This design comes from an exercise in tuning for small area on the open sky130 flow, not from production work. Function was checked by simulation only, so behaviour that the tests miss may differ from the original. Power figures rest on the tool's default switching activity, not on a simulated workload.

## design/flow/design.v

```verilog
`timescale 1ns/1ps
`default_nettype none
module invaders_top #(
    parameter int ALIEN_COLS = 6,
    parameter int ALIEN_ROWS = 3
) (
    input  wire logic        clk,
    input  wire logic        reset,
    input  wire logic        frame_tick,
    input  wire logic        fire,
    input  wire logic        left,
    input  wire logic        right,
    input  wire logic        wb_cyc,
    input  wire logic        wb_stb,
    input  wire logic        wb_we,
    input  wire logic [2:0]  wb_adr,
    input  wire logic [31:0] wb_dat_w,
    output logic [31:0]      wb_dat_r,
    output logic             wb_ack
);
    function automatic logic [9:0] add10(input logic [9:0] a, input logic [9:0] b);
        logic c;
        c = 1'b0;
        for (int i = 0; i < 10; i++) begin
            add10[i] = a[i] ^ b[i] ^ c;
            c = (a[i] & b[i]) | (a[i] & c) | (b[i] & c);
        end
    endfunction
    logic        run;
    logic        restart;
    logic [17:0] dat_r;
    logic [8:0]  nfx;           
    logic [6:0]  nfy;           
    logic        dir_right;
    logic [2:0]  count;
    logic [17:0] dead;
    logic [17:0] alive;
    assign alive = ~dead;
    logic [2:0]  kq;            
    logic [1:0]  km;            
    logic [2:0]  hq;            
    logic [1:0]  hm;            
    logic [9:0]  ship_x;
    logic [5:0]  explode_timer;
    logic        rocket_active;
    logic [9:0]  rx6;           
    logic [7:0]  ryh;           
    logic [15:0] lfsr;
    logic        laser_active;
    logic [8:0]  nlx;           
    logic [8:0]  nly;           
    logic [2:0]  scan_col;
    logic [1:0]  scan_row;
    logic        game_over;
    logic        game_win;
    logic [1:0]  lives;
    logic req;
    logic step;
    assign req  = wb_cyc && wb_stb && !wb_ack;
    assign step = frame_tick && run && !game_over && !game_win;
    logic [2:0] sel_q;
    logic [1:0] sel_m;
    logic [7:0] sel_score;
    assign sel_q = wb_adr[0] ? hq : kq;
    assign sel_m = wb_adr[0] ? hm : km;
    always_comb begin
        case ({sel_q, sel_m})
            5'd0:    sel_score = 8'd0;
            5'd1:    sel_score = 8'd10;
            5'd2:    sel_score = 8'd20;
            5'd4:    sel_score = 8'd30;
            5'd5:    sel_score = 8'd40;
            5'd6:    sel_score = 8'd50;
            5'd8:    sel_score = 8'd60;
            5'd9:    sel_score = 8'd70;
            5'd10:   sel_score = 8'd80;
            5'd12:   sel_score = 8'd90;
            5'd13:   sel_score = 8'd100;
            5'd14:   sel_score = 8'd110;
            5'd16:   sel_score = 8'd120;
            5'd17:   sel_score = 8'd130;
            5'd18:   sel_score = 8'd140;
            5'd20:   sel_score = 8'd150;
            5'd21:   sel_score = 8'd160;
            5'd22:   sel_score = 8'd170;
            5'd24:   sel_score = 8'd180;
            default: sel_score = 8'd0;
        endcase
    end
    logic [17:0] read_data;
    always_comb begin
        case (wb_adr)
            3'd0:    read_data = {17'b0, run};
            3'd1:    read_data = {14'b0, game_over, game_win, lives};
            3'd2,
            3'd3:    read_data = {10'b0, sel_score};
            3'd4:    read_data = {8'b0, ship_x};
            3'd5:    read_data = alive;
            default: read_data = '0;
        endcase
    end
    always_ff @(posedge clk or posedge reset) begin
        if (reset) begin
            run     <= 1'b0;
            wb_ack  <= 1'b0;
            restart <= 1'b0;
        end else begin
            wb_ack  <= req;
            restart <= 1'b0;
            if (req && wb_we && wb_adr == 3'd0) begin
                run     <= wb_dat_w[0];
                restart <= wb_dat_w[1];
            end
        end
    end
    always_ff @(posedge clk) begin
        dat_r <= read_data;
    end
    assign wb_dat_r = {14'b0, dat_r};
    logic [5:0] col_live;
    logic [2:0] row_live;
    always_comb begin
        for (int c = 0; c < 6; c++)
            col_live[c] = alive[c] | alive[6 + c] | alive[12 + c];
        for (int r = 0; r < 3; r++)
            row_live[r] = |alive[r*6 +: 6];
    end
    logic fleet_gone;
    assign fleet_gone = kq[2] & kq[1];    
    logic hit_right;
    logic hit_left;
    always_comb begin
        if (col_live[5])      hit_right = (nfx == 9'd350);
        else if (col_live[4]) hit_right = (nfx == 9'd320);
        else if (col_live[3]) hit_right = (nfx == 9'd290);
        else if (col_live[2]) hit_right = (nfx == 9'd260);
        else if (col_live[1]) hit_right = (nfx == 9'd230);
        else                  hit_right = (nfx == 9'd200);
        if (col_live[0])      hit_left = (nfx == 9'd0);
        else if (col_live[1]) hit_left = (nfx == 9'd30);
        else if (col_live[2]) hit_left = (nfx == 9'd60);
        else if (col_live[3]) hit_left = (nfx == 9'd90);
        else if (col_live[4]) hit_left = (nfx == 9'd120);
        else                  hit_left = (nfx == 9'd150);
    end
    logic hit_edge;
    assign hit_edge = dir_right ? hit_right : hit_left;
    logic bottom_reached;
    assign bottom_reached = !fleet_gone &&
        (row_live[2] ? (nfy <= 7'd57) :
         row_live[1] ? (nfy <= 7'd46) : (nfy <= 7'd35));
    logic [9:0] nfy_drop;
    logic [9:0] nfx_move;
    assign nfy_drop = add10({3'b0, nfy}, 10'd123);
    assign nfx_move = add10({1'b0, nfx}, {1'b0, {8{dir_right}}, 1'b1});
    logic [9:0] kq_inc;
    logic [9:0] count_inc;
    assign kq_inc    = add10({7'b0, kq}, 10'd1);
    assign count_inc = add10({7'b0, count}, 10'd1);
    logic score_gt;
    logic [4:0] cur_k;
    logic [4:0] high_k;
    assign cur_k  = {kq, km};
    assign high_k = {hq, hm};
    always_comb begin
        logic eq;
        score_gt = 1'b0;
        eq       = 1'b1;
        for (int i = 4; i >= 0; i--) begin
            score_gt = score_gt | (eq & cur_k[i] & ~high_k[i]);
            eq       = eq & (cur_k[i] == high_k[i]);
        end
    end
    logic [9:0] ship_move;
    logic [9:0] ship_x_p10;
    logic [9:0] explode_dec;
    logic [9:0] ryh_dec;
    logic [9:0] nly_dec;
    assign ship_move   = add10(ship_x, {{9{!right}}, 1'b1});
    assign ship_x_p10  = add10(ship_x, 10'd10);
    assign explode_dec = add10({4'b0, explode_timer}, 10'd63);
    assign ryh_dec     = add10({2'b0, ryh}, 10'd255);
    assign nly_dec     = add10({1'b0, nly}, 10'd511);
    logic move;
    always_comb begin
        move = 1'b0;
        for (int i = 0; i < 8; i++)
            if (count == 3'(i)) move = ({1'b0, kq} >= 4'(7 - i));
    end
    logic [9:0] hdx;    
    logic [7:0] hdy;    
    logic [9:0] hdx_s;
    logic [9:0] hdy_s;
    assign hdx_s = add10({1'b0, rx6[9:1]}, {1'b0, nfx});
    assign hdy_s = add10({3'b0, ryh[7:1]}, {3'b0, nfy});
    assign hdx = {hdx_s[8:0], rx6[0]};
    assign hdy = {hdy_s[6:0], ryh[0]};
    logic [5:0] col_hit;
    logic [2:0] row_hit;
    always_comb begin
        for (int c = 0; c < 6; c++)
            col_hit[c] = (hdx >= 10'(60 * c)) && (hdx <= 10'(60 * c + 21));
    end
    assign row_hit[0] = (hdy <= 8'd8);
    assign row_hit[1] = (hdy >= 8'd22) && (hdy <= 8'd30);
    assign row_hit[2] = (hdy >= 8'd45) && (hdy <= 8'd53);
    logic [17:0] hit_vec;
    always_comb begin
        for (int r = 0; r < 3; r++)
            for (int c = 0; c < 6; c++)
                hit_vec[r*6 + c] = alive[r*6 + c] & col_hit[c] & row_hit[r];
    end
    logic kill;
    assign kill = step && rocket_active && (|hit_vec);
    logic can_shoot;
    always_comb begin
        case (scan_row)
            2'd0: can_shoot = alive[scan_col] & ~alive[6 + scan_col] & ~alive[12 + scan_col];
            2'd1: can_shoot = alive[6 + scan_col] & ~alive[12 + scan_col];
            2'd2: can_shoot = alive[12 + scan_col];
            default: can_shoot = 1'b0;
        endcase
    end
    logic [8:0] col_off;
    logic [6:0] row_off;
    always_comb begin
        case (scan_col)
            3'd0:    col_off = 9'd507;
            3'd1:    col_off = 9'd477;
            3'd2:    col_off = 9'd447;
            3'd3:    col_off = 9'd417;
            3'd4:    col_off = 9'd387;
            default: col_off = 9'd357;
        endcase
        case (scan_row)
            2'd0:    row_off = 7'd123;    
            2'd1:    row_off = 7'd112;    
            default: row_off = 7'd101;    
        endcase
    end
    logic [8:0] shoot_nlx;
    logic [8:0] shoot_nly;
    logic [9:0] shoot_nlx_s;
    logic [9:0] shoot_nly_s;
    assign shoot_nlx_s = add10({1'b0, nfx}, {1'b0, col_off});
    assign shoot_nly_s = add10({3'b0, nfy}, {3'b0, row_off});
    assign shoot_nlx = shoot_nlx_s[8:0];
    assign shoot_nly = {shoot_nly_s[6:0],
                        (scan_row == 2'd0) ? 2'b10 : (scan_row == 2'd1) ? 2'b01 : 2'b00};
    logic [9:0] ldx;    
    logic [9:0] ldx_s;
    assign ldx_s = add10({1'b0, ship_x[9:1]}, {1'b0, nlx});
    assign ldx = {ldx_s[8:0], ship_x[0]};
    logic overlap;
    assign overlap = (ldx == 10'd0 || ldx >= 10'd1003) && (nly >= 9'd43) && (nly <= 9'd74);
    logic ship_hit;
    assign ship_hit = step && laser_active && overlap;
    always_ff @(posedge clk or posedge reset) begin
        if (reset) begin
            nfx       <= 9'd487;
            nfy       <= 7'd116;
            dir_right <= 1'b1;
            count     <= '0;
            dead      <= '0;
            kq        <= '0;
            km        <= '0;
        end else if (restart) begin
            nfx       <= 9'd487;
            nfy       <= 7'd116;
            dir_right <= 1'b1;
            count     <= '0;
            dead      <= '0;
            kq        <= '0;
            km        <= '0;
        end else if (step) begin
            if (rocket_active) dead <= dead | hit_vec;
            if (kill) begin
                if (km == 2'd2) begin
                    km <= 2'd0;
                    kq <= kq_inc[2:0];
                end else begin
                    km <= {km[0], ~km[0]};
                end
            end
            if (move) begin
                count <= '0;
                if (hit_edge) begin
                    dir_right <= !dir_right;
                    nfy       <= nfy_drop[6:0];
                end else begin
                    nfx <= nfx_move[8:0];
                end
            end else begin
                count <= count_inc[2:0];
            end
        end
    end
    always_ff @(posedge clk or posedge reset) begin
        if (reset) begin
            hq <= '0;
            hm <= '0;
        end else if (score_gt) begin
            hq <= kq;
            hm <= km;
        end
    end
    always_ff @(posedge clk or posedge reset) begin
        if (reset) begin
            game_over <= 1'b0;
            game_win  <= 1'b0;
            lives     <= 2'd3;
        end else if (restart) begin
            game_over <= 1'b0;
            game_win  <= 1'b0;
            lives     <= 2'd3;
        end else begin
            if (ship_hit && lives != 2'd0) lives <= lives - 2'd1;
            if (lives == 2'd0 || bottom_reached) game_over <= 1'b1;
            if (fleet_gone) game_win <= 1'b1;
        end
    end
    always_ff @(posedge clk or posedge reset) begin
        if (reset) begin
            ship_x        <= 10'd320;
            explode_timer <= '0;
            rocket_active <= 1'b0;
        end else if (restart) begin
            ship_x        <= 10'd320;
            explode_timer <= '0;
            rocket_active <= 1'b0;
        end else if (step) begin
            if (right) begin
                if (ship_x < 10'd623) ship_x <= ship_move;
            end else if (left && ship_x > 10'd1) begin
                ship_x <= ship_move;
            end
            if (ship_hit) begin
                explode_timer <= 6'd35;
            end else if (explode_timer != '0) begin
                explode_timer <= explode_dec[5:0];
            end
            if (kill) begin
                rocket_active <= 1'b0;
            end else if (rocket_active) begin
                if (ryh == 8'd0) rocket_active <= 1'b0;
            end else if (fire && explode_timer == '0) begin
                rocket_active <= 1'b1;
            end
        end
    end
    always_ff @(posedge clk) begin
        if (step) begin
            if (rocket_active) begin
                ryh <= ryh_dec[7:0];
            end else begin
                rx6 <= ship_x_p10;
                ryh <= 8'd218;
            end
        end
    end
    always_ff @(posedge clk or posedge reset) begin
        if (reset) begin
            lfsr <= 16'hACE1;
        end else if (restart) begin
            lfsr <= 16'hACE1;
        end else begin
            lfsr <= {lfsr[14:0], lfsr[15] ^ lfsr[13] ^ lfsr[12] ^ lfsr[10]};
        end
    end
    always_ff @(posedge clk or posedge reset) begin
        if (reset) begin
            laser_active <= 1'b0;
            scan_col     <= '0;
            scan_row     <= '0;
        end else if (restart) begin
            laser_active <= 1'b0;
            scan_col     <= '0;
            scan_row     <= '0;
        end else if (step) begin
            if (ship_hit) begin
                laser_active <= 1'b0;
            end else if (laser_active) begin
                if (nly <= 9'd35) laser_active <= 1'b0;
            end else begin
                if (can_shoot && lfsr[0]) laser_active <= 1'b1;
                if (scan_col == 3'd5) begin
                    scan_col <= '0;
                    scan_row <= (scan_row == 2'd2) ? 2'd0 : scan_row + 2'd1;
                end else begin
                    scan_col <= scan_col + 3'd1;
                end
            end
        end
    end
    always_ff @(posedge clk) begin
        if (step) begin
            if (laser_active) begin
                nly <= nly_dec[8:0];
            end else begin
                nlx <= shoot_nlx;
                nly <= shoot_nly;
            end
        end
    end
endmodule
`default_nettype wire
```

## design/flow/config.mk

```make
export PLATFORM = sky130hd
export DESIGN_NAME = invaders_top
export DESIGN_NICKNAME = invaders_top
export VERILOG_FILES = /design/flow/design.v
export SDC_FILE = /design/flow/constraint.sdc
export NUM_CORES = 4
export LEC_CHECK = 0
export CAP_MARGIN = 20
export CORE_MARGIN = 2
export CORE_UTILIZATION = 60
export CTS_BUF_LIST = sky130_fd_sc_hd__clkbuf_4 sky130_fd_sc_hd__clkbuf_8
export CTS_CLUSTER_SIZE = 40
export SLEW_MARGIN = 20
```

## design/flow/constraint.sdc

```tcl
create_clock -name core_clock -period 8.0 [get_ports {clk}]
set_input_delay 1.6000 -clock core_clock [delete_from_list [all_inputs] [get_ports {clk}]]
set_output_delay 1.6000 -clock core_clock [all_outputs]
set_load 0.01 [all_outputs]
```

## design/flow/flow/abc.script

```
&get -n
&st
&deepsyn -T 60
&dch -f
&nf -p -R 1000 -F 8 -A 8 -C 32
&put
```

## design/flow/flow/run.sh

```bash
#!/bin/bash
# Standard ORFS layout, with two changes:
#  * abc maps the logic for area (flow/abc.script) instead of ORFS's
#    delay-driven script, and adders are left to abc rather than mapped to
#    adder cells first; registers are mapped exactly as in the standard
#    synthesis, since only the combinational mapping changes;
#  * ports are buffered with the smallest buffer.
# Each tool's output goes to the ORFS logs under orfs/logs and to flow_*.log here.
set -euo pipefail
HERE=$PWD
rm -rf "$HERE/scripts_mod"
cp -r "$FLOW_HOME/scripts" "$HERE/scripts_mod"
cp "$HERE/flow/abc.script" "$HERE/scripts_mod/abc_speed.script"
bash standard.sh SCRIPTS_DIR="$HERE/scripts_mod" \
    ADDER_MAP_FILE= \
    BUFFER_PORTS_ARGS="-buffer_cell sky130_fd_sc_hd__buf_1" \
    finish > "$HERE/flow_standard.log" 2>&1
```

## design/flow/standard.sh

```bash
#!/bin/bash
# synth_recipe.tcl (not shown) runs the flow's synth.tcl, then flattens the netlist and writes it again
# the make line also repeats each setting of config.mk as NAME=value (left out here)
make -C /OpenROAD-flow-scripts/flow DESIGN_CONFIG=/design/flow/config.mk WORK_HOME=/design/flow/orfs CLKGATE_MAP_FILE= SYNTH_SCRIPT=/design/flow/synth_recipe.tcl "${@:-finish}"
```

==> key figures, run 1 <==
STA
  – Fin crit share: 65.87%
  – Number of max-slew violations in the final report: 0
  – RSZ-0062 raised after global routing: false
  – Fmax: 189.8 MHz
  – Slew HR: 42.91%
  – Final min period: 5.270 ns
  – TNS Setup: 0 ns
  – Setup Viol. Count Final: 0
  – Worst hold slack: 0.4536 ns
  – Hold Vio Cnt, Final: 0
  – Slew @ Worst Pin: 0.8532 ns
  – Final Skew: 0.01055 ns

CTS
  – Reg clk slew, reported paths: 0.09 ns
  – Total CTS buffers: 17
  – H-tree Lvls: 4
  – Root Driver: clkbuf_8
  – Clock sink count: 147
  – Post-CTS sizing: 0
  – Clock Tree Buf Depth: 2
  – Clk latency of the worst-skew pair: 0.46 ns
  – Number of post-CTS setup repair buffers: 0
  – Hold-fix buffers, CTS: 0
  – CTS tree: built

Cells and area
  – Area Overhead vs Synth: 8.815%
  – Final cell count without fillers: 1140
  – Layout Utilization: 66.71%
  – Layout cells sized above 1: 6.639%
  – Antenna cells: 0
  – Net count reported at finish: 995

Logic synthesis
  – Synth Instances: 895
  – Post-Syn Area: 8119 um^2
  – Flops & latches, synth: 147
  – Area leader, netlist: dfrtp_1
  – Post-synthesis sequential area ratio: 46.73%
  – Most frequent cell after synthesis: nor2_1
  – Main synth FF type: dfrtp_1
  – Netlist cell types: 56
  – Post-synth ARST share: 63.95%
  – EDFF count, synth: 35
  – Share of the synthesized area in the top cell type: 21.57%
  – Top post-synthesis cells by area: dfrtp_1 22%, edfxtp_1 13%, dfstp_2 7.8%, o21ai_0 5.2%, a21oi_1 4.8%
  – Synth cell count leaders: 92 x nor2_1, 85 x nand2_1, 84 x o21ai_0, 78 x a21oi_1, 70 x dfrtp_1
  – Avg Inst Size Synth: 9.072 um^2
  – Yosys warning count: 1

Routing
  – DRC: 0
  – Vias per inst: 6.345
  – Routed WL: 21060 um
  – Via Count: 7233
  – Pre-antenna DRT Iters: 9
  – Number of routed nets with antenna violations: 0
  – 1st-iter DRT viols: 830
  – WL/cell: 18.47 um

Placed design
  – IO Port Bufs: 32
  – Gp weighted congestion: 0.9551
  – DP Cell Count: 1108
  – Detailed placement HPWL: 14890 um

Critical path
  – Worst Setup Start Kind: flip-flop
  – Required time of the critical path: 8.33 ns
  – Crit end category: flip-flop
  – Worst-path fanout max: 13
  – Arr. time, crit path: 5.60 ns
  – Setup CP Type: flip-flop to flip-flop

Global route
  – Largest net degree at the start of global routing: 61
  – GR met1 Demand/Resource: 38.59%
  – Top Usage Layer GRT: met2
  – GRT Residual Overflow: 0
  – GR Util met3: 6.651%
  – Vias in the first global route: 6964
  – First-pass GRT wire length: 34290 um
  – GRT Util Overall: 30.05%
  – Antenna violations before repair: 0
  – Met2 usage: 50.14%

Die
  – Area of the die: 14480 um^2
  – Starting Density: 61.31%
  – Die H: 120.3 um
  – Cell row count: 42
  – Die W: 120.3 um
  – # IOs: 77
  – Core ar.: 13240 um^2

Power and ir drop
  – Maximum vdd drop: 0.2713 mV
  – PwrDens: 312.1 nW/um^2
  – Leakage power: 3.320 nW
  – Post-layout power: 2.757 mW

Status
  – Status: no timing/DRC/antenna violations

Job
  – Max-cap viol count: 0

Min path
  – HP Class: flip-flop to flip-flop
through the flow:
step           cell area (um^2)  setup slack, ns
3_3_place_gp               8451            3.086
4_1_cts                    8830            2.817
6_report                   8835            2.730
2_1_floorplan              8168            3.691
5_1_grt                    8835            2.408
3_5_place_dp               8451            2.897
final timing paths:
path | cells past startpoint | startpoint | end | slack [ns]
setup / recovery | 18 | nfx[1] | kq[2] | 2.73
hold / removal | 1 | wb_ack | wb_ack | 0.45
setup reg to reg | 18 | nfx[1] | kq[2] | 2.73
hold reg to reg | 1 | wb_ack | wb_ack | 0.45
max in group asynchronous | 3 | reset | nfx[4] | 5.72
min in group asynchronous | 2 | reset | lfsr[4] | 1.13
final cells by class:
cell class,instances,area (um^2)
clock buffers,17,234.0
clock inverters,15,145.1
fillers,1115,4408
inverters,25,96.34
multi-input cells,722,4180
flip-flops and latches,147,3794
well taps,176,220.2
repair buffers,38,165.2
placed cells by master (no fill, tap or decap), drive strengths merged, types with 7 or more instances in the layout:
cell type and instances:
nor2 92, nand2 85, o21ai 84, a21oi 78, dfrtp 70, buf 38, xnor2 35, edfxtp 35
clkinv 30, nor2b 27, nor3 26, o22ai 24, dfstp 24, nand2b 22, xor2 22, nand3 21
or3 18, dfxtp 18, clkbuf 17, a31oi 15, or2 14, conb 14, o2bb2ai 11, a22oi 10
o21a 10, and3 10, a21o 9, inv 9, mux2i 8, maj3 7, o211ai 7, and2 7
worst max-delay path, stage by stage, from the launching register on:
cell,delay (ns)
dfstp_2,0.70
xnor2_1,0.14
a21oi_1,0.24
nor2_1,0.12
maj3_1,0.41
maj3_1,0.41
maj3_1,0.40
maj3_1,0.43
mux2i_1,0.26
clkinv_1,0.13
a32oi_1,0.55
o22ai_1,0.15
a31oi_1,0.23
o221ai_1,0.22
nand4_1,0.20
nor2b_1,0.08
and3_1,0.21
o21ai_0,0.18
a21oi_1,0.07
power by group:
part / leakage, nW / switching, mW / internal, mW / total, mW
registers: 1.61 / 0.252 / 0.992 / 1.24
logic: 1.51 / 0.548 / 0.399 / 0.947
clock network: 0.198 / 0.312 / 0.254 / 0.566
sequential cells by signal, indices dropped and copies added (netlist names), 3 cells and up:
signal / count
ryh: 8
nfy: 7
rx6: 9
count: 3
kq: 3
dead: 18
scan_col: 3
hq: 3
ship_x: 10
nly: 9
nfx: 9
lfsr: 16
nlx: 9
dat_r: 18
explode_timer: 6
layer usage:
layer  wire length, um  part of all wire [%]  vias up
met5                 0                     0        -
met4               569                   2.7        0
met3              1327                   6.3       70
met2             10140                    48      303
met1              9026                    43     3490
li1                  -                     -     3370
cell families after synthesis:
kind of cell / share of synthesized area, %
buffers and inverters: 2.450
xor gates and xnor gates: 6.149
other: 0.04619
and+or+nand+nor: 20.77
adders and majority gates: 0.8630
AOI/OAI and AO/OA: 21.59
muxes: 1.402
DFF: 46.73
==> run 2, diff against run 1 <==
--- a/design/flow/config.mk
+++ b/design/flow/config.mk
@@ -8,6 +8,6 @@
 export CAP_MARGIN = 20
 export CORE_MARGIN = 2
 export CORE_UTILIZATION = 60
-export CTS_BUF_LIST = sky130_fd_sc_hd__clkbuf_4 sky130_fd_sc_hd__clkbuf_8
+export CTS_BUF_LIST = sky130_fd_sc_hd__clkbuf_8
 export CTS_CLUSTER_SIZE = 40
 export SLEW_MARGIN = 20
==> run 2 against run 1 <==
Critical endpoint unchanged. Combinational power about the same. Worst hold slack is the same. Still clean on timing, DRC and antenna. Sequential share of layout area unchanged. Cell area did not move. Critical path type unchanged. Critical path depth unchanged. Register-to-register slack hardly changed. Fmax is the same.
==> key figures, run 2 <==
Status
  – Status: no timing/DRC/antenna violations

Die
  – Die W: 120.3 um
  – Die H: 120.3 um
  – Core ar.: 13240 um^2
  – # IOs: 77
  – Cell row count: 42
  – Area of the die: 14480 um^2
  – Starting Density: 61.31%

Cells and area
  – Net count reported at finish: 995
  – Antenna cells: 0
  – Most frequent cells in the layout: 92 x nor2_1, 85 x nand2_1, 84 x o21ai_0
  – Layout Utilization: 66.71%
  – Area Overhead vs Synth: 8.815%
  – Layout cells sized above 1: 6.639%
  – Largest regs: dat_r x18, dead x18, lfsr x16
  – Commonest non-fill, non-tap cell in the layout: nor2_1

Placed design
  – Detailed placement HPWL: 14890 um
  – IO Port Bufs: 32
  – Gp weighted congestion: 0.9551

Critical path
  – Worst stage delay on the critical path: 0.70 ns
  – Slowest stage cell, crit path: dfstp_2
  – Worst Setup Start Kind: flip-flop
  – Worst-path fanout max: 13
  – Setup CP Type: flip-flop to flip-flop
  – Crit end category: flip-flop
  – Crit path top cell by count: maj3_1
  – Required time of the critical path: 8.33 ns
  – Arr. time, crit path: 5.60 ns
  – Crit-path cells: xnor2_1, a21oi_1, nor2_1, maj3_1, maj3_1, maj3_1, maj3_1, mux2i_1, clkinv_1, a32oi_1, o22ai_1, a31oi_1, o221ai_1, nand4_1, nor2b_1, and3_1, o21ai_0, a21oi_1

Logic synthesis
  – Synth Instances: 895
  – Post-Syn Area: 8119 um^2
  – Synth cell count leaders: 92 x nor2_1, 85 x nand2_1, 84 x o21ai_0, 78 x a21oi_1, 70 x dfrtp_1
  – Area leader, netlist: dfrtp_1
  – Post-synthesis sequential area ratio: 46.73%
  – Yosys warning count: 1
  – EDFF count, synth: 35
  – Main synth FF type: dfrtp_1
  – Post-synth ARST share: 63.95%
  – Flops & latches, synth: 147
  – Avg Inst Size Synth: 9.072 um^2
  – Share of the synthesized area in the top cell type: 21.57%
  – Netlist cell types: 56
  – Most frequent cell after synthesis: nor2_1
  – Top post-synthesis cells by area: dfrtp_1 22%, edfxtp_1 13%, dfstp_2 7.8%, o21ai_0 5.2%, a21oi_1 4.8%

STA
  – TNS Setup: 0 ns
  – Setup Viol. Count Final: 0
  – Fin crit share: 65.87%
  – Number of max-slew violations in the final report: 0
  – Slew @ Worst Pin: 0.8532 ns
  – Final min period: 5.270 ns
  – Final Skew: 0.01055 ns
  – RSZ-0062 raised after global routing: false
  – Fmax: 189.8 MHz
  – Slew HR: 42.91%
  – Hold Vio Cnt, Final: 0

Power and ir drop
  – Leakage power: 3.320 nW
  – PwrDens: 312.1 nW/um^2
  – Internal power: 1.645 mW
  – Sw Share: 40.33%
  – Sequential Power Share: 45.1%
  – Maximum vdd drop: 0.2713 mV
  – Sw power: 1.112 mW
  – Gate power share: 34.3%
  – Clk network pwr share: 20.5%

Routing
  – Pre-antenna DRT Iters: 9
  – Routed WL: 21060 um
  – Vias per inst: 6.345
  – 1st-iter DRT viols: 830
  – Via Count: 7233
  – WL/cell: 18.47 um
  – DRC: 0
  – Number of routed nets with antenna violations: 0

Global route
  – Antenna violations before repair: 0
  – GRT Residual Overflow: 0
  – GRT Util Overall: 30.05%
  – Vias in the first global route: 6964
  – Largest net degree at the start of global routing: 61
  – First-pass GRT wire length: 34290 um

CTS
  – Hold-fix buffers, CTS: 0
  – Number of post-CTS setup repair buffers: 0
  – Post-CTS sizing: 0
  – Clk latency of the worst-skew pair: 0.46 ns
  – H-tree Lvls: 4
  – Root Driver: clkbuf_8
  – Clock Tree Buf Depth: 2
  – Total CTS buffers: 17
  – Reg clk slew, reported paths: 0.09 ns
  – CTS tree: built
  – Clock sink count: 147

Min path
  – HP Class: flip-flop to flip-flop

Job
  – Max-cap viol count: 0
[run 2: cell counts after synthesis]
Identical to the previous run, type by type.
[run 2: kinds of logic (layout without fill, tap and decap cells)]
| family | count (synthesis) | after routing | share of synthesized area (%) |
|---|---|---|---|
| muxes | 11 | 11 | 1.402 |
| AOI/OAI and AO/OA | 287 | 287 | 21.59 |
| and+or+nand+nor | 346 | 346 | 20.77 |
| xor gates and xnor gates | 57 | 57 | 6.149 |
| other | 1 | 14 | 0.04619 |
| buffers and inverters | 39 | 95 | 2.450 |
| adders and majority gates | 7 | 7 | 0.8630 |
| DFF | 147 | 147 | 46.73 |
[run 2: routing by layer]
layer	up-vias	track usage [%]	part of all wire, %
met5	-	0	0
met4	0	11.05	2.7
met3	70	6.651	6.3
met2	303	50.14	48
met1	3490	38.59	43
li1	3370	-	-
[run 2: critical path, delay by kind of cell (launching register included)]
| family | cells | cell delay (ns) |
|---|---|---|
| AOI/OAI and AO/OA | 7 | 1.64 |
| xor gates and xnor gates | 1 | 0.14 |
| adders and majority gates | 4 | 1.65 |
| buffers and inverters | 1 | 0.13 |
| DFF | 1 | 0.70 |
| muxes | 1 | 0.26 |
| and+or+nand+nor | 4 | 0.61 |
[run 2: power by group through the flow]
stage | Sequential (mW) | Clock (mW) | Combinational, mW
global placement | 1.24 | 0 | 0.885
CTS | 1.24 | 0.575 | 0.935
floorplan | 1.17 | 0 | 0.744
finish | 1.24 | 0.566 | 0.947
global route | 1.27 | 0.602 | 1.05
detailed placement | 1.25 | 0 | 0.926
[run 2: final timing paths]
path,start,endpoint,slack (ns),cells past startpoint
worst max-delay path,nfx[1],kq[2],2.73,18
worst min-delay path,wb_ack,wb_ack,0.45,1
worst max register to register,nfx[1],kq[2],2.73,18
worst min register to register,wb_ack,wb_ack,0.45,1
max in group asynchronous,reset,nfx[4],5.72,3
min in group asynchronous,reset,lfsr[4],1.13,2
[run 2: per-stage QoR]
stage	setup WS (ns)	hold WS (ns)	total power, mW	area (um^2)	instances
6_report	2.730	0.4536	2.757	8835	1140
4_1_cts	2.817	0.4512	2.747	8830	1140
3_5_place_dp	2.897	0.4318	2.176	8451	1108
5_1_grt	2.408	0.4848	2.929	8835	1140
3_3_place_gp	3.086	0.4247	2.126	8451	1108
2_1_floorplan	3.691	0.4182	1.913	8168	908
[run 2: cell type report]
| cell class | instances | area [um^2] |
|---|---|---|
| well taps | 176 | 220.2 |
| inverters | 25 | 96.34 |
| fillers | 1115 | 4408 |
| flip-flops and latches | 147 | 3794 |
| clock inverters | 15 | 145.1 |
| repair buffers | 38 | 165.2 |
| clock buffers | 17 | 234.0 |
| multi-input cells | 722 | 4180 |
==> run 3, diff against run 2 <==
==> design/flow/flow/abc.script (replaced) <==
&get -n
&st
&deepsyn -T 30
&put
dch -f
amap -F 4 -A 8
--- a/design/flow/config.mk
+++ b/design/flow/config.mk
@@ -5,9 +5,9 @@
 export SDC_FILE = /design/flow/constraint.sdc
 export NUM_CORES = 4
 export LEC_CHECK = 0
-export CAP_MARGIN = 20
+export CAP_MARGIN = 0
 export CORE_MARGIN = 2
 export CORE_UTILIZATION = 60
 export CTS_BUF_LIST = sky130_fd_sc_hd__clkbuf_8
 export CTS_CLUSTER_SIZE = 40
-export SLEW_MARGIN = 20
+export SLEW_MARGIN = 0
==> run 3 against run 2 <==
Still clean. Flip-flop and latch count did not move. Clock skew rose by 0.0039 ns. Via count rose by 3.3%. Non-clock buffer count fell by 1. Setup slack improved by 0.62 ns. Cell area fell by 0.76%. Critical path type unchanged. Largest power group unchanged.
==> key figures, run 3 <==
Routing
  – Via Count: 7470
  – 1st-iter DRT viols: 726
  – WL/cell: 17.02 um
  – Routed WL: 20840 um
  – Vias per inst: 6.103
  – Pre-antenna DRT Iters: 8
  – DRC: 0
  – Number of routed nets with antenna violations: 0

Critical path
  – CP startpoint: nfx[2]
  – Arr. time, crit path: 5.05 ns
  – CP Buf/Inv Count: 2
  – CP Capture Point: kq[2]
  – Worst-path fanout max: 8
  – Worst Setup Start Kind: flip-flop
  – Required time of the critical path: 8.40 ns
  – Worst stage delay on the critical path: 0.62 ns
  – Slowest stage cell, crit path: dfstp_2
  – FF-to-FF setup slack: 3.35 ns
  – R2R Path End: kq[2]
  – Setup CP Type: flip-flop to flip-flop
  – R2R cell count: 27
  – Worst path top cell family by delay: simple AND/OR/NAND/NOR gates
  – WP depth: 27
  – Crit path top cell by count: nor2_1
  – Reg2reg start: nfx[2]
  – Crit end category: flip-flop

Global route
  – First-pass GRT wire length: 34180 um
  – Antenna violations before repair: 0
  – GRT Residual Overflow: 0
  – Largest net degree at the start of global routing: 79
  – GRT Util Overall: 30.56%
  – Vias in the first global route: 6800

Cells and area
  – Most frequent cells in the layout: 159 x nor2_1, 144 x clkinv_1, 97 x o21ai_0
  – Net count reported at finish: 1079
  – Commonest non-fill, non-tap cell in the layout: nor2_1
  – Antenna cells: 0
  – Fill count: 1166
  – Final cell count without fillers: 1224
  – Area Overhead vs Synth: 9.126%
  – Area of the multi-input gates: 3645 um^2
  – Largest regs: dat_r x18, dead x18, lfsr x16
  – Sequential cell area: 3795 um^2
  – Layout cells sized above 1: 6.107%

Status
  – Status: no timing/DRC/antenna violations

CTS
  – Hold-fix buffers, CTS: 0
  – Clock sink count: 147
  – Total CTS buffers: 17
  – H-tree Lvls: 4
  – Reg clk slew, reported paths: 0.09 ns
  – Root Driver: clkbuf_8
  – CTS tree: built
  – Clk latency of the worst-skew pair: 0.48 ns
  – Post-CTS sizing: 0
  – Clock Tree Buf Depth: 2
  – Number of post-CTS setup repair buffers: 0

STA
  – Slew @ Worst Pin: 0.9991 ns
  – Final Skew: 0.01444 ns
  – TNS Setup: 0 ns
  – RSZ-0062 raised after global routing: false
  – Final min period: 4.651 ns
  – Fmax: 215.0 MHz
  – Hold Vio Cnt, Final: 0
  – Fin crit share: 58.14%
  – Slew HR: 33.39%
  – Number of max-slew violations in the final report: 0
  – Setup Viol. Count Final: 0

Die
  – # IOs: 77
  – Cell row count: 42
  – Die H: 119.7 um
  – Starting Density: 61.15%
  – Core ar.: 13140 um^2
  – Area of the die: 14330 um^2
  – Die W: 119.7 um

Placed design
  – Gp weighted congestion: 0.9508
  – DP Cell Count: 1192
  – Detailed placement HPWL: 15470 um
  – IO Port Bufs: 32

Logic synthesis
  – Synth Instances: 980
  – Top post-synthesis cells by area: dfrtp_1 22%, edfxtp_1 13%, dfstp_2 7.8%, nor2_1 7.4%, clkinv_1 6.8%
  – Post-synth ARST share: 63.95%
  – Synth Area in Adders: 0%
  – Post-synthesis mux area share: 0%
  – Yosys warning count: 1
  – Most frequent cell after synthesis: nor2_1
  – Simple-gate portion of the synthesized area: 17.10%
  – Main synth FF type: dfrtp_1
  – XOR/XNOR share of the synthesized area: 0%
  – Largest family of logic cells by synthesized area: compound AO/OA/AOI/OAI gates
  – Compound-gate portion of the synthesized area: 27.55%
  – Avg Inst Size Synth: 8.198 um^2
  – Post-synthesis sequential area ratio: 47.22%
  – Area leader, netlist: dfrtp_1
  – Flops & latches, synth: 147
  – Post-Syn Area: 8034 um^2
  – Share of the synthesized area in the top cell type: 21.80%
  – Synth cell count leaders: 159 x nor2_1, 145 x clkinv_1, 97 x o21ai_0, 76 x a21oi_1, 75 x nand2_1
  – EDFF count, synth: 35
  – Netlist cell types: 48

Power and ir drop
  – Leakage power: 3.170 nW
  – Internal power: 1.668 mW
  – Gate power share: 38.5%
  – Sw Share: 43.41%
  – PwrDens: 336.1 nW/um^2
  – Sw power: 1.279 mW
  – Clk network pwr share: 19.8%
  – Sequential Power Share: 41.8%
  – Maximum vdd drop: 0.1871 mV

Job
  – Max-cap viol count: 0

Min path
  – HP Class: flip-flop to flip-flop
==> run 3: stage by stage <==
stage	area [um^2]	utilization [%]	hold WS [ns]	power, mW	worst slack, ns
detailed placement	8364	63.67	0.4268	2.349	3.425
floorplan	8083	-	0.4172	2.037	2.728
finish	8767	66.73	0.4371	2.947	3.349
CTS	8767	66.73	0.4406	2.937	3.387
global placement	8364	63.67	0.4225	2.333	3.475
global route	8767	66.73	0.4749	3.166	2.603
==> run 3: worst min path at each step <==
stage / endpoint / depth (start not counted) / slack [ns] / start
global route: wb_ack / 1 / 0.47 / wb_ack
global placement: wb_ack / 1 / 0.42 / wb_ack
finish: wb_ack / 1 / 0.44 / wb_ack
detailed placement: wb_ack / 1 / 0.43 / wb_ack
CTS: wb_ack / 1 / 0.44 / wb_ack
floorplan: dat_r[10] / 1 / 0.42 / dead[10]
==> run 3: layer usage <==
layer	global-route usage, %	wire length (um)
met5	0	0
met4	11.99	606
met3	5.561	1358
met2	48.79	9693
met1	41.65	9178
==> run 3: power groups by stage <==
| stage | clock [mW] | combinational [mW] | sequential (mW) |
|---|---|---|---|
| finish | 0.583 | 1.13 | 1.23 |
| global route | 0.628 | 1.28 | 1.26 |
| CTS | 0.594 | 1.12 | 1.23 |
| detailed placement | 0 | 1.11 | 1.24 |
| global placement | 0 | 1.10 | 1.24 |
| floorplan | 0 | 0.868 | 1.17 |
==> run 3: worst reg2reg max path, stage by stage (launching register included) <==
cell and delay, ns:
dfstp_2 0.62, clkinv_1 0.26, a22oi_1 0.29, nand2_1 0.09
o21ai_0 0.13, nor2_1 0.10, nor2_1 0.13, nor2_1 0.07
nor2_1 0.15, nand2_1 0.06, o21ai_0 0.20, nand2_1 0.16
or3_1 0.34, nor2_1 0.10, a21oi_1 0.05, nor2_1 0.24
clkinv_1 0.22, nor2_1 0.11, o21ai_0 0.11, o2111ai_1 0.10
nor3_1 0.11, nor2_1 0.18, nand2_1 0.10, nor2_1 0.16
nand2_1 0.09, nor2_1 0.16, o21ai_0 0.09, a21oi_1 0.14
==> run 3: cell families after synthesis <==
family                 after synthesis
buffers and inverters              159
and+or+nand+nor                    321
other                                1
DFF                                147
AOI/OAI and AO/OA                  352
==> run 3: cell type report <==
type / instances / area share (%)
timing repair buffer: 37 / 1.798
tap: 176 / 2.512
clock inverter: 15 / 1.927
inverter: 145 / 6.237
sequential: 147 / 43.29
multi-input combinational: 687 / 41.57
clock buffer: 17 / 2.669
==> run 4, diff against run 3 <==
--- a/design/flow/config.mk
+++ b/design/flow/config.mk
@@ -7,7 +7,7 @@
 export LEC_CHECK = 0
 export CAP_MARGIN = 0
 export CORE_MARGIN = 2
-export CORE_UTILIZATION = 60
+export CORE_UTILIZATION = 85
 export CTS_BUF_LIST = sky130_fd_sc_hd__clkbuf_8
 export CTS_CLUSTER_SIZE = 40
 export SLEW_MARGIN = 0
==> run 4 against run 3 <==
The run now fails in 3_1_place_gp_skip_io. Synthesized cell count decreased by 1.8%. Synthesized area fell by 0.53%.
==> key figures, run 4 <==
Logic synthesis
  – Post-Syn Area: 7991 um^2
  – EDFF count, synth: 35
  – Main synth FF type: dfrtp_1
  – Post-synthesis mux area share: 0%
  – Share of the synthesized area in the top cell type: 21.92%
  – Post-synth ARST share: 63.95%
  – Post-synthesis sequential area ratio: 47.47%
  – Largest family of logic cells by synthesized area: compound AO/OA/AOI/OAI gates
  – Area leader, netlist: dfrtp_1
  – Synth cell count leaders: 163 x nor2_1, 142 x clkinv_1, 82 x a21oi_1, 74 x o21ai_0
  – Yosys warning count: 1
  – Netlist cell types: 49
  – Flops & latches, synth: 147
  – Most frequent cell after synthesis: nor2_1
  – Synth Area in Adders: 0%
  – Simple-gate portion of the synthesized area: 16.83%
  – Synth Instances: 962
  – Avg Inst Size Synth: 8.307 um^2
  – XOR/XNOR share of the synthesized area: 0%
  – Top post-synthesis cells by area: dfrtp_1 22%, edfxtp_1 13%, dfstp_2 7.9%, nor2_1 7.7%, clkinv_1 6.7%
  – Compound-gate portion of the synthesized area: 27.67%

Status
  – Last stage: 3_1_place_gp_skip_io
  – Status: aborted with a tool error
  – Log Error: [ERROR GPL-0301] Utilization 100.870 % exceeds 100%.

Die
  – Die H: 101.0 um
  – Starting Density: 86.90%
  – Cell row count: 35
  – Die W: 101.0 um
## run 4: changes by cell type after synthesis, sizes merged, moves of 4 or more
cell,previous run,this run
or3,8,3
o32a,0,4
nor2,159,163
o21ai,97,74
a21oi,76,82
nand3,18,13
a21o,4,8
nand2,75,70
a31oi,14,9
a222oi,6,13
## run 4: cells by family after synthesis
group           after synthesis
compound gates              343
buf+inv                     156
flops                       147
other cells                   1
simple gates                315
==> run 5, diff against run 4 <==
--- a/design/flow/config.mk
+++ b/design/flow/config.mk
@@ -7,7 +7,7 @@
 export LEC_CHECK = 0
 export CAP_MARGIN = 0
 export CORE_MARGIN = 2
-export CORE_UTILIZATION = 85
+export CORE_UTILIZATION = 75
 export CTS_BUF_LIST = sky130_fd_sc_hd__clkbuf_8
 export CTS_CLUSTER_SIZE = 40
 export SLEW_MARGIN = 0
==> run 5 against run 4 <==
Now clean on timing, DRC and antenna. Synthesized cell count stayed put. Synthesized area stayed put.
==> key figures, run 5 <==
Status
  – Status: no timing/DRC/antenna violations

CTS
  – H-tree Lvls: 4
  – Clock sink count: 147
  – Clock Tree Buf Depth: 2
  – Clk latency of the worst-skew pair: 0.47 ns
  – Post-CTS sizing: 0
  – Total CTS buffers: 17
  – Hold-fix buffers, CTS: 0
  – Reg clk slew, reported paths: 0.08 ns
  – Number of post-CTS setup repair buffers: 0
  – CTS tree: built
  – Root Driver: clkbuf_8

Placed design
  – Detailed placement HPWL: 16270 um
  – Gp weighted congestion: 1.039
  – Worst slack at placement: 3.256 ns
  – IO Port Bufs: 32

STA
  – Final Skew: 0.01136 ns
  – Slew HR: 30.62%
  – Post-route setup slack: 3.098 ns
  – Final min period: 4.902 ns
  – Hold Vio Cnt, Final: 0
  – Setup Viol. Count Final: 0
  – TNS Setup: 0 ns
  – Slew @ Worst Pin: 1.041 ns
  – Fmax: 204.0 MHz
  – Fin crit share: 61.28%
  – RSZ-0062 raised after global routing: false
  – Number of max-slew violations in the final report: 0

Power and ir drop
  – Leakage power: 3.216 nW
  – Clk network pwr share: 17.9%
  – Sequential Power Share: 39.5%
  – Gate power share: 42.6%
  – Internal power: 1.898 mW
  – Sw power: 1.571 mW
  – Post-layout power: 3.468 mW
  – Maximum vdd drop: 0.2560 mV
  – Sw Share: 45.29%
  – PwrDens: 399.8 nW/um^2

Routing
  – Number of routed nets with antenna violations: 0
  – Vias per inst: 7.013
  – 1st-iter DRT viols: 1379
  – WL/cell: 19.99 um
  – Met1 Wirelength: 8425 um
  – Via Count: 8163
  – Highest Signal Layer: met4
  – Routed WL: 23270 um
  – Pre-antenna DRT Iters: 10
  – DRC: 0
  – WL met3: 2798 um
  – DR WL met2: 10650 um

Logic synthesis
  – Synth cell count leaders: 163 x nor2_1, 142 x clkinv_1, 82 x a21oi_1, 74 x o21ai_0
  – Flops & latches, synth: 147
  – Avg Inst Size Synth: 8.307 um^2
  – Area leader, netlist: dfrtp_1
  – Post-synth ARST share: 63.95%
  – Yosys warning count: 1
  – Post-Syn Area: 7991 um^2
  – Share of the synthesized area in the top cell type: 21.92%
  – EDFF count, synth: 35
  – Post-synthesis sequential area ratio: 47.47%
  – Main synth FF type: dfrtp_1
  – Synth Instances: 962
  – Most frequent cell after synthesis: nor2_1
  – Top post-synthesis cells by area: dfrtp_1 22%, edfxtp_1 13%, dfstp_2 7.9%, nor2_1 7.7%, clkinv_1 6.7%
  – Netlist cell types: 49

Cells and area
  – Largest regs: dat_r x18, dead x18, lfsr x16
  – Area Overhead vs Synth: 8.564%
  – Commonest non-fill, non-tap cell in the layout: nor2_1
  – Antenna cells: 0
  – Most frequent cells in the layout: 163 x nor2_1, 141 x clkinv_1, 82 x a21oi_1
  – Net count reported at finish: 1059
  – Layout cells sized above 1: 5.837%

Critical path
  – Worst stage delay on the critical path: 0.69 ns
  – Crit-path cells: clkinv_1, o22ai_1, a21oi_1, clkinv_1, or2_0, o21a_1, nor2_1, a21oi_1, clkinv_1, o32a_1, nor3_1, a22oi_1, o22ai_1, a2111oi_0, o221ai_1, nand3_1, nor2_1, nand2_1, nor2_1, o21ai_0, a21oi_1
  – Worst-path fanout max: 8
  – Slowest stage cell, crit path: nor3_1
  – Crit end category: flip-flop
  – Arr. time, crit path: 5.30 ns
  – Setup CP Type: flip-flop to flip-flop
  – Required time of the critical path: 8.40 ns
  – Worst Setup Start Kind: flip-flop

Global route
  – First-pass GRT wire length: 37440 um
  – Vias in the first global route: 7687
  – GRT Residual Overflow: 0
  – Antenna violations before repair: 0
  – GRT Util Overall: 42.60%
  – Largest net degree at the start of global routing: 83

Die
  – Core ar.: 10320 um^2
  – Die H: 107.2 um
  – Die W: 107.2 um
  – Starting Density: 77.41%
  – # IOs: 77
  – Area of the die: 11500 um^2
  – Cell row count: 37

Min path
  – HP Class: flip-flop to flip-flop

Job
  – Max-cap viol count: 0
run 5: cell counts after synthesis:
No cell type changed its count.
run 5: cells by family after synthesis:
| family | share of synthesized area [%] |
|---|---|
| compound gates | 27.67 |
| buf+inv | 7.985 |
| flops | 47.47 |
| other cells | 0.04693 |
| simple gates | 16.83 |
run 5: layout make-up:
| cell class | instances | area, um^2 |
|---|---|---|
| well taps | 136 | 170.2 |
| multi-input cells | 672 | 3613 |
| fillers | 609 | 1648 |
| repair buffers | 35 | 142.6 |
| inverters | 142 | 534.3 |
| clock inverters | 13 | 158.9 |
| clock buffers | 19 | 261.5 |
| flip-flops and latches | 147 | 3795 |
run 5: through the flow:
stage / utilization [%] / hold slack (ns) / instances / cell area [um^2]
floorplan: - / 0.4172 / 975 / 8040
global placement: 79.97 / 0.4240 / 1132 / 8255
finish: 84.04 / 0.4634 / 1164 / 8676
detailed placement: 79.97 / 0.4441 / 1132 / 8255
CTS: 84.04 / 0.4531 / 1164 / 8676
global route: 84.04 / 0.4783 / 1164 / 8676
run 5: metal layers:
layer,vias to the layer above,global-route usage (%)
li1,3609,-
met1,3724,53.75
met2,677,65.91
met3,153,11.61
met4,0,25.23
met5,-,0
run 5: worst paths after layout:
path / startpoint / endpoint / slack (ns) / cells past startpoint
max in group asynchronous: reset / restart / 5.62 / 3
setup / recovery: nfy[2] / kq[2] / 3.10 / 21
hold / removal: dead[16] / dat_r[16] / 0.46 / 1
hold reg to reg: dead[16] / dat_r[16] / 0.46 / 1
min in group asynchronous: reset / count[1] / 1.02 / 2
setup reg to reg: nfy[2] / kq[2] / 3.10 / 21
run 5: critical path, delay by kind of cell (launching register included):
kind,cells,cell delay (ns)
AOI/OAI and AO/OA,11,2.22
buffers and inverters,3,0.40
DFF,1,0.58
and+or+nand+nor,7,1.64
run 5: power by group through the flow:
stage	clock, mW	sequential [mW]	combinational (mW)
floorplan	0	1.28	1.07
global placement	0	1.34	1.30
detailed placement	0	1.36	1.39
CTS	0.618	1.35	1.42
global route	0.650	1.39	1.62
finish	0.622	1.37	1.48
==> run 6, diff against run 5 <==
--- a/design/flow/config.mk
+++ b/design/flow/config.mk
@@ -10,4 +10,5 @@
 export CORE_UTILIZATION = 75
 export CTS_BUF_LIST = sky130_fd_sc_hd__clkbuf_8
 export CTS_CLUSTER_SIZE = 40
+export GPL_TIMING_DRIVEN = 0
 export SLEW_MARGIN = 0
==> run 6 against run 5 <==
Still clean. Cell area grew 1.7%. Sequential share of layout area shrank 0.72 points. Clock power shrank 7.1%. Non-clock buffer count grew 14. Synthesized cell count grew 1.9%. Critical path depth grew 6. Count of clock-buffer cells in the layout is the same. Total power shrank 13%. Critical path type unchanged. Highest routed layer unchanged.
==> key figures, run 6 <==
Die
  – Cell row count: 37
  – Die W: 107.5 um
  – Area of the die: 11560 um^2
  – Die H: 107.5 um
  – Core ar.: 10370 um^2
  – # IOs: 77
  – Starting Density: 77.47%

STA
  – Slew HR: 21.33%
  – Setup Viol. Count Final: 0
  – Fmax: 202.3 MHz
  – Final Skew: 0.01317 ns
  – Post-route setup slack: 3.056 ns
  – Slew @ Worst Pin: 1.176 ns
  – RSZ-0062 raised after global routing: false
  – Number of max-slew violations in the final report: 0
  – TNS Setup: 0 ns
  – Fin crit share: 61.79%
  – Hold Vio Cnt, Final: 0
  – Final min period: 4.944 ns
  – Worst hold slack: 0.4410 ns

Critical path
  – Slowest stage cell, crit path: dfstp_2
  – CP startpoint: nfx[2]
  – Worst-path fanout max: 8
  – Worst stage delay on the critical path: 0.62 ns
  – Arr. time, crit path: 5.31 ns
  – Worst Setup Start Kind: flip-flop
  – Crit path top cell by count: nor2_1
  – Required time of the critical path: 8.37 ns
  – Reg2reg start: nfx[2]
  – Setup CP Type: flip-flop to flip-flop
  – Crit end category: flip-flop

CTS
  – Post-CTS sizing: 0
  – Number of post-CTS setup repair buffers: 0
  – Root Driver: clkbuf_8
  – CTS tree: built
  – Hold-fix buffers, CTS: 0
  – Clock sink count: 147
  – Clk latency of the worst-skew pair: 0.45 ns
  – Clock Tree Buf Depth: 2
  – Reg clk slew, reported paths: 0.08 ns
  – H-tree Lvls: 4
  – Total CTS buffers: 17

Logic synthesis
  – Main synth FF type: dfrtp_1
  – EDFF count, synth: 35
  – Yosys warning count: 1
  – Netlist cell types: 48
  – Synth Instances: 980
  – Top post-synthesis cells by area: dfrtp_1 22%, edfxtp_1 13%, dfstp_2 7.8%, nor2_1 7.4%, clkinv_1 6.8%
  – Synth cell count leaders: 159 x nor2_1, 145 x clkinv_1, 97 x o21ai_0, 76 x a21oi_1, 75 x nand2_1
  – Area leader, netlist: dfrtp_1
  – Flops & latches, synth: 147
  – Post-Syn Area: 8034 um^2
  – Post-synth ARST share: 63.95%
  – Avg Inst Size Synth: 8.198 um^2
  – Post-synthesis sequential area ratio: 47.22%
  – Share of the synthesized area in the top cell type: 21.80%
  – Most frequent cell after synthesis: nor2_1

Routing
  – Via Count: 7824
  – Routed WL: 21860 um
  – DRC: 0
  – WL/cell: 18.27 um
  – Pre-antenna DRT Iters: 8
  – 1st-iter DRT viols: 817
  – Number of routed nets with antenna violations: 0
  – Vias per inst: 6.542

Placed design
  – Worst slack at placement: 3.245 ns
  – Detailed placement HPWL: 15710 um
  – Gp weighted congestion: 1.032
  – IO Port Bufs: 32

Cells and area
  – Area Overhead vs Synth: 9.796%
  – Most frequent cells in the layout: 159 x nor2_1, 145 x clkinv_1, 97 x o21ai_0
  – Fill count: 608
  – Layout cells sized above 1: 6.981%
  – Commonest non-fill, non-tap cell in the layout: nor2_1
  – Largest regs: dat_r x18, dead x18, lfsr x16
  – Net count reported at finish: 1091
  – Antenna cells: 0

Power and ir drop
  – Gate power share: 39.8%
  – PwrDens: 340.2 nW/um^2
  – Sequential Power Share: 41.0%
  – Sw Share: 43.19%
  – Clk network pwr share: 19.2%
  – Post-layout power: 3.001 mW
  – Leakage power: 3.237 nW
  – Maximum vdd drop: 0.2146 mV
  – Internal power: 1.705 mW
  – Sw power: 1.296 mW

Global route
  – Antenna violations before repair: 0
  – Vias in the first global route: 7205
  – GRT Util Overall: 39.61%
  – First-pass GRT wire length: 35320 um
  – GRT Residual Overflow: 0
  – Largest net degree at the start of global routing: 95

Min path
  – Worst Hold Launch: wb_ack
  – HP Class: flip-flop to flip-flop

Job
  – Max-cap viol count: 0

Status
  – Status: no timing/DRC/antenna violations
## run 6: logic make-up (layout without fill, tap and decap cells)
group / Yosys count / after routing / synth area share (%)
simple gates: 321 / 321 / 17.10
compound gates: 352 / 352 / 27.55
flops: 147 / 147 / 47.22
other cells: 1 / 14 / 0.04668
buf+inv: 159 / 226 / 8.083
## run 6: final cells by class
| class | instances | area (um^2) | area share, % |
|---|---|---|---|
| multi-input combinational | 687 | 3645 | 41.32 |
| buffer | 14 | 105.1 | 1.191 |
| clock inverter | 13 | 132.6 | 1.504 |
| inverter | 145 | 549.3 | 6.227 |
| clock buffer | 19 | 261.5 | 2.965 |
| timing repair buffer | 35 | 162.7 | 1.844 |
| tap | 136 | 170.2 | 1.929 |
| sequential | 147 | 3795 | 43.02 |
## run 6: worst paths after layout
path / to / slack [ns] / cells after the start
worst max-delay path: kq[2] / 3.06 / 27
worst max register to register: kq[2] / 3.06 / 27
worst min register to register: wb_ack / 0.44 / 1
min in group asynchronous: km[0] / 1.29 / 2
worst min-delay path: wb_ack / 0.44 / 1
max in group asynchronous: restart / 6.11 / 2
## run 6: worst max-delay path: cells and delay by family (launching register included)
kind,cells,cell delay (ns)
DFF,1,0.62
and+or+nand+nor,17,2.58
AOI/OAI and AO/OA,8,1.17
buffers and inverters,2,0.49
## run 6: power groups by stage
stage | Combinational, mW | Sequential, mW | Clock, mW
2_1_floorplan | 0.868 | 1.17 | 0
3_3_place_gp | 1.09 | 1.23 | 0
6_report | 1.19 | 1.23 | 0.578
5_1_grt | 1.32 | 1.25 | 0.613
3_5_place_dp | 1.14 | 1.23 | 0
4_1_cts | 1.16 | 1.22 | 0.575
## run 6: per-stage QoR
step	utilization, %	area, um^2	instances
2_1_floorplan	-	8083	993
3_3_place_gp	80.74	8373	1161
3_5_place_dp	81.26	8427	1164
4_1_cts	85.06	8821	1196
5_1_grt	85.06	8821	1196
6_report	85.06	8821	1196
## run 6: per-layer routing
| metal | vias to the layer above | global-route usage (%) | wire length (um) |
|---|---|---|---|
| li1 | 3686 | - | - |
| met1 | 3557 | 51.26 | 8479 |
| met2 | 482 | 63.43 | 10280 |
| met3 | 99 | 9.322 | 2115 |
| met4 | 0 | 18.32 | 983 |
| met5 | - | 0 | 0 |
==> run 7, diff against run 6 <==
==> design/flow/config.mk (replaced) <==
export PLATFORM = sky130hd
export DESIGN_NAME = invaders_top
export DESIGN_NICKNAME = invaders_top
export VERILOG_FILES = /design/flow/design.v
export SDC_FILE = /design/flow/constraint.sdc
export NUM_CORES = 4
export LEC_CHECK = 0
export CAP_MARGIN = 20
export CORE_MARGIN = 2
export CORE_UTILIZATION = 75
export CTS_BUF_LIST = sky130_fd_sc_hd__clkbuf_8
export CTS_CLUSTER_SIZE = 40
export SLEW_MARGIN = 20
==> run 7 against run 6 <==
Fmax up 1.8%. Critical path type unchanged. Still clean. Worst hold slack worse by 0.0081 ns. Flip-flop and latch count unchanged. Via count up 1.6%. Clock power down 11%. Register-to-register slack better by 0.09 ns. Largest power group unchanged. Cell area down 1.5%. Total power down 2.5%. First-iteration DRC count up 35%.
==> key figures, run 7 <==
Routing
  – WL/cell: 18.61 um
  – Via Count: 7946
  – Pre-antenna DRT Iters: 9
  – 1st-iter DRT viols: 1107
  – Vias per inst: 6.705
  – Number of routed nets with antenna violations: 0
  – DRC: 0
  – Routed WL: 22060 um

CTS
  – Root Driver: clkbuf_8
  – Clock sink count: 147
  – Clock Tree Buf Depth: 2
  – Clk latency of the worst-skew pair: 0.47 ns
  – Reg clk slew, reported paths: 0.08 ns
  – Total CTS buffers: 17
  – CTS tree: built
  – H-tree Lvls: 4
  – Post-CTS sizing: 0
  – Hold-fix buffers, CTS: 0
  – Number of post-CTS setup repair buffers: 0

Global route
  – Top Usage Layer GRT: met2
  – GRT Residual Overflow: 0
  – Vias in the first global route: 7337
  – GR Util met3: 7.446%
  – Met2 usage: 65.27%
  – GRT Util Overall: 39.55%
  – GR met1 Demand/Resource: 50.04%
  – Antenna violations before repair: 0
  – Largest net degree at the start of global routing: 81
  – First-pass GRT wire length: 35360 um

Cells and area
  – Layout Utilization: 83.75%
  – Layout cells sized above 1: 5.910%
  – Area of the multi-input gates: 3645 um^2
  – Area Overhead vs Synth: 8.098%
  – Fill count: 682
  – Design area: 8685 um^2
  – Antenna cells: 0
  – Sequential cell area: 3795 um^2
  – Largest regs: dat_r x18, dead x18, lfsr x16
  – Commonest non-fill, non-tap cell in the layout: nor2_1
  – Most frequent cells in the layout: 159 x nor2_1, 144 x clkinv_1, 97 x o21ai_0
  – Net count reported at finish: 1080

Critical path
  – Slowest stage cell, crit path: dfstp_2
  – Required time of the critical path: 8.39 ns
  – Worst path top cell family by delay: simple AND/OR/NAND/NOR gates
  – Crit end category: flip-flop
  – Worst stage delay on the critical path: 0.60 ns
  – Arr. time, crit path: 5.24 ns
  – FF-to-FF setup slack: 3.14 ns
  – Crit path top cell by count: nor2_1
  – Worst Setup Start Kind: flip-flop
  – CP Buf/Inv Count: 1
  – Setup CP Type: flip-flop to flip-flop
  – Worst-path fanout max: 6

Logic synthesis
  – Avg Inst Size Synth: 8.198 um^2
  – Main synth FF type: dfrtp_1
  – Synth cell count leaders: 159 x nor2_1, 145 x clkinv_1, 97 x o21ai_0, 76 x a21oi_1, 75 x nand2_1
  – Netlist cell types: 48
  – Share of the synthesized area in the top cell type: 21.80%
  – Flops & latches, synth: 147
  – EDFF count, synth: 35
  – Top post-synthesis cells by area: dfrtp_1 22%, edfxtp_1 13%, dfstp_2 7.8%, nor2_1 7.4%, clkinv_1 6.8%
  – Post-synth ARST share: 63.95%
  – Area leader, netlist: dfrtp_1
  – Synth Instances: 980
  – Post-Syn Area: 8034 um^2
  – Post-synthesis sequential area ratio: 47.22%
  – Most frequent cell after synthesis: nor2_1
  – Yosys warning count: 1

Die
  – Die W: 107.5 um
  – Starting Density: 77.47%
  – Area of the die: 11560 um^2
  – Die H: 107.5 um
  – Cell row count: 37
  – Core ar.: 10370 um^2
  – # IOs: 77

Placed design
  – Gp weighted congestion: 1.016
  – Post-DP Area: 8314 um^2
  – Detailed placement HPWL: 15720 um
  – Worst slack at placement: 3.319 ns
  – IO Port Bufs: 32

STA
  – Number of max-slew violations in the final report: 0
  – Fin crit share: 60.70%
  – Post-route setup slack: 3.144 ns
  – Setup Viol. Count Final: 0
  – Slew @ Worst Pin: 0.9110 ns
  – Hold Vio Cnt, Final: 0
  – Final Skew: 0.01624 ns
  – Slew HR: 38.62%
  – TNS Setup: 0 ns
  – RSZ-0062 raised after global routing: false
  – Final min period: 4.856 ns
  – Fmax: 205.9 MHz

Power and ir drop
  – Maximum vdd drop: 0.2049 mV
  – Leakage power: 3.174 nW
  – PwrDens: 337.0 nW/um^2

Job
  – Max-cap viol count: 0

Status
  – Status: no timing/DRC/antenna violations

Min path
  – HP Class: flip-flop to flip-flop
run 7: cell counts after synthesis:
No cell type changed its count.
run 7: final timing paths:
| kind | start | to | cells after the start |
|---|---|---|---|
| max | nfx[1] | kq[2] | 27 |
| min | wb_ack | wb_ack | 1 |
| max reg2reg | nfx[1] | kq[2] | 27 |
| min reg2reg | wb_ack | wb_ack | 1 |
| max in group asynchronous | reset | nfx[8] | 4 |
| min in group asynchronous | reset | ship_x[1] | 2 |
run 7: power by group:
part | leakage, nW | internal, mW | total (mW) | switching (mW)
Sequential | 1.54 | 1.02 | 1.23 | 0.215
Clock | 0.193 | 0.234 | 0.516 | 0.282
Combinational | 1.44 | 0.394 | 1.18 | 0.786
run 7: final cells by class:
cell class,instances,share of cell area (%)
clock buffer,20,3.170
timing repair buffer,38,2.132
sequential,147,43.70
inverter,145,6.296
multi-input combinational,687,41.97
clock inverter,12,0.7780
tap,136,1.959
run 7: kinds of logic after synthesis:
kind of cell / Yosys count / share of synthesized area [%]
AOI/OAI and AO/OA: 352 / 27.55
and+or+nand+nor: 321 / 17.10
buffers and inverters: 159 / 8.083
DFF: 147 / 47.22
other: 1 / 0.04668
run 7: metal layers:
metal,part of all wire (%),vias up,wire length (um)
met2,47,533,10390
met3,9.7,132,2145
met4,5.1,0,1134
met5,0,-,0
met1,38,3620,8386
li1,-,3661,-
run 7: per-stage QoR:
stage          power, mW  instances  hold slack (ns)
3_3_place_gp       2.300       1152           0.4193
4_1_cts            2.876       1184           0.4341
5_1_grt            3.092       1185           0.4629
2_1_floorplan      2.037        993           0.4172
3_5_place_dp       2.355       1152           0.4248
6_report           2.927       1185           0.4329
==> run 8, diff against run 7 <==
--- a/design/flow/config.mk
+++ b/design/flow/config.mk
@@ -7,7 +7,7 @@
 export LEC_CHECK = 0
 export CAP_MARGIN = 20
 export CORE_MARGIN = 2
-export CORE_UTILIZATION = 75
+export CORE_UTILIZATION = 60
 export CTS_BUF_LIST = sky130_fd_sc_hd__clkbuf_8
 export CTS_CLUSTER_SIZE = 40
 export SLEW_MARGIN = 20
==> run 8 against run 7 <==
Sequential power hardly changed. Critical path type unchanged. Still clean. Cell count is 3.3% higher. Clock power is 13% higher. Critical endpoint unchanged. Synthesized cell count stayed put. Count of clock-buffer cells in the layout is 3 lower.
==> key figures, run 8 <==
Global route
  – Antenna violations before repair: 0
  – GRT Util Overall: 30.56%
  – GRT Residual Overflow: 0
  – First-pass GRT wire length: 34180 um
  – Largest net degree at the start of global routing: 79
  – Vias in the first global route: 6800

Logic synthesis
  – Top post-synthesis cells by area: dfrtp_1 22%, edfxtp_1 13%, dfstp_2 7.8%, nor2_1 7.4%, clkinv_1 6.8%
  – Post-synth ARST share: 63.95%
  – Most frequent cell after synthesis: nor2_1
  – Avg Inst Size Synth: 8.198 um^2
  – Post-synthesis sequential area ratio: 47.22%
  – EDFF count, synth: 35
  – Synth cell count leaders: 159 x nor2_1, 145 x clkinv_1, 97 x o21ai_0, 76 x a21oi_1, 75 x nand2_1
  – Main synth FF type: dfrtp_1
  – Area leader, netlist: dfrtp_1
  – Netlist cell types: 48
  – Share of the synthesized area in the top cell type: 21.80%
  – Post-Syn Area: 8034 um^2
  – Synth Instances: 980
  – Yosys warning count: 1
  – Flops & latches, synth: 147

STA
  – Fmax: 214.9 MHz
  – Hold Vio Cnt, Final: 0
  – Slew @ Worst Pin: 0.9438 ns
  – Final min period: 4.654 ns
  – Fin crit share: 58.18%
  – Slew HR: 36.85%
  – Setup Viol. Count Final: 0
  – RSZ-0062 raised after global routing: false
  – TNS Setup: 0 ns
  – Final Skew: 0.01393 ns
  – Number of max-slew violations in the final report: 0

CTS
  – H-tree Lvls: 4
  – Post-CTS sizing: 0
  – Total CTS buffers: 17
  – CTS tree: built
  – Clock Tree Buf Depth: 2
  – Clk latency of the worst-skew pair: 0.48 ns
  – Number of post-CTS setup repair buffers: 0
  – Hold-fix buffers, CTS: 0
  – Root Driver: clkbuf_8
  – Clock sink count: 147
  – Reg clk slew, reported paths: 0.09 ns

Routing
  – Vias per inst: 6.071
  – DRC: 0
  – Pre-antenna DRT Iters: 7
  – WL/cell: 16.99 um
  – Routed WL: 20790 um
  – 1st-iter DRT viols: 726
  – Number of routed nets with antenna violations: 0
  – Via Count: 7431

Critical path
  – Crit end category: flip-flop
  – Arr. time, crit path: 5.06 ns
  – Worst Setup Start Kind: flip-flop
  – Worst-path fanout max: 8
  – Required time of the critical path: 8.40 ns
  – Setup CP Type: flip-flop to flip-flop

Die
  – Area of the die: 14330 um^2
  – Die W: 119.7 um
  – Starting Density: 61.15%
  – # IOs: 77
  – Cell row count: 42
  – Core ar.: 13140 um^2
  – Die H: 119.7 um

Power and ir drop
  – PwrDens: 336.1 nW/um^2
  – Maximum vdd drop: 0.1858 mV
  – Leakage power: 3.172 nW

Placed design
  – DP Cell Count: 1192
  – Gp weighted congestion: 0.9508
  – IO Port Bufs: 32
  – Detailed placement HPWL: 15470 um

Job
  – Max-cap viol count: 0

Cells and area
  – Antenna cells: 0
  – Layout Utilization: 66.76%
  – Commonest non-fill, non-tap cell in the layout: nor2_1
  – Area Overhead vs Synth: 9.173%
  – Final cell count without fillers: 1224
  – Layout cells sized above 1: 6.107%
  – Net count reported at finish: 1079
  – Largest regs: dat_r x18, dead x18, lfsr x16
  – Most frequent cells in the layout: 159 x nor2_1, 144 x clkinv_1, 97 x o21ai_0

Status
  – Status: no timing/DRC/antenna violations

Min path
  – HP Class: flip-flop to flip-flop
run 8: changes by cell type in the layout (fill, tap and decap cells not counted):
cell and delta:
clkinv_2 -5, inv_6 +4, clkbuf_8 -3, inv_1 -3, clkinv_4 +2, clkinv_8 +2
inv_8 +2, buf_16 -1, buf_4 -1, buf_6 +1, bufinv_16 +1
run 8: kinds of logic (layout without fill, tap and decap cells):
logic type,Yosys count,after routing,share of synthesized area [%]
buffers and inverters,159,214,8.083
DFF,147,147,47.22
AOI/OAI and AO/OA,352,352,27.55
and+or+nand+nor,321,321,17.10
other,1,14,0.04668
run 8: per-layer routing:
| metal | vias to the layer above | global-route usage, % | part of all wire (%) |
|---|---|---|---|
| li1 | 3656 | - | - |
| met1 | 3460 | 41.65 | 44 |
| met2 | 256 | 48.79 | 46 |
| met3 | 59 | 5.561 | 6.3 |
| met4 | 0 | 11.99 | 3.0 |
| met5 | - | 0 | 0 |
run 8: layout make-up:
cell class	count	area [um^2]
multi-input cells	687	3645
clock buffers	17	234.0
inverters	145	546.8
well taps	176	220.2
clock inverters	15	168.9
repair buffers	37	161.4
flip-flops and latches	147	3795
fillers	1167	4367
run 8: power by group:
part	internal [mW]	leakage, nW	switching (mW)
sequential	1.02	1.54	0.215
clock	0.260	0.202	0.323
combinational	0.392	1.43	0.742
total	1.67	3.17	1.28
run 8: path summary, 6_finish.rpt:
check / slack (ns) / endpoint / depth (start not counted) / from
setup / recovery: 3.35 / kq[2] / 27 / nfx[2]
hold / removal: 0.44 / wb_ack / 1 / wb_ack
setup reg to reg: 3.35 / kq[2] / 27 / nfx[2]
hold reg to reg: 0.44 / wb_ack / 1 / wb_ack
max in group asynchronous: 6.01 / nfy[1] / 3 / reset
min in group asynchronous: 1.03 / lfsr[3] / 2 / reset
run 8: stage by stage:
| stage | setup slack (ns) | hold WS, ns | power, mW | area [um^2] |
|---|---|---|---|---|
| after floorplan | 2.728 | 0.4172 | 2.037 | 8083 |
| after CTS | 3.387 | 0.4406 | 2.937 | 8767 |
| after global placement | 3.475 | 0.4225 | 2.333 | 8364 |
| final | 3.346 | 0.4371 | 2.948 | 8771 |
| after global routing | 2.603 | 0.4749 | 3.166 | 8771 |
| after detailed placement | 3.425 | 0.4268 | 2.349 | 8364 |
run 8: worst max-delay path, stage by stage, from the launching register on:
cell and delay, ns:
dfstp_2 0.63, clkinv_1 0.26, a22oi_1 0.29, nand2_1 0.09, o21ai_0 0.13, nor2_1 0.10
nor2_1 0.13, nor2_1 0.07, nor2_1 0.15, nand2_1 0.06, o21ai_0 0.20, nand2_1 0.16
or3_1 0.34, nor2_1 0.10, a21oi_1 0.05, nor2_1 0.25, clkinv_1 0.21, nor2_1 0.11
o21ai_0 0.11, o2111ai_1 0.10, nor3_1 0.11, nor2_1 0.18, nand2_1 0.10, nor2_1 0.16
nand2_1 0.09, nor2_1 0.16, o21ai_0 0.09, a21oi_1 0.14

Check on run 8: ideal ports give 3.346 ns setup slack; a clkbuf_16 on the clock port and buf_2 on the inputs give 3.346 ns; moving port delays by the midpoint clock arrival (0.508 ns) as well gives 3.346 ns.
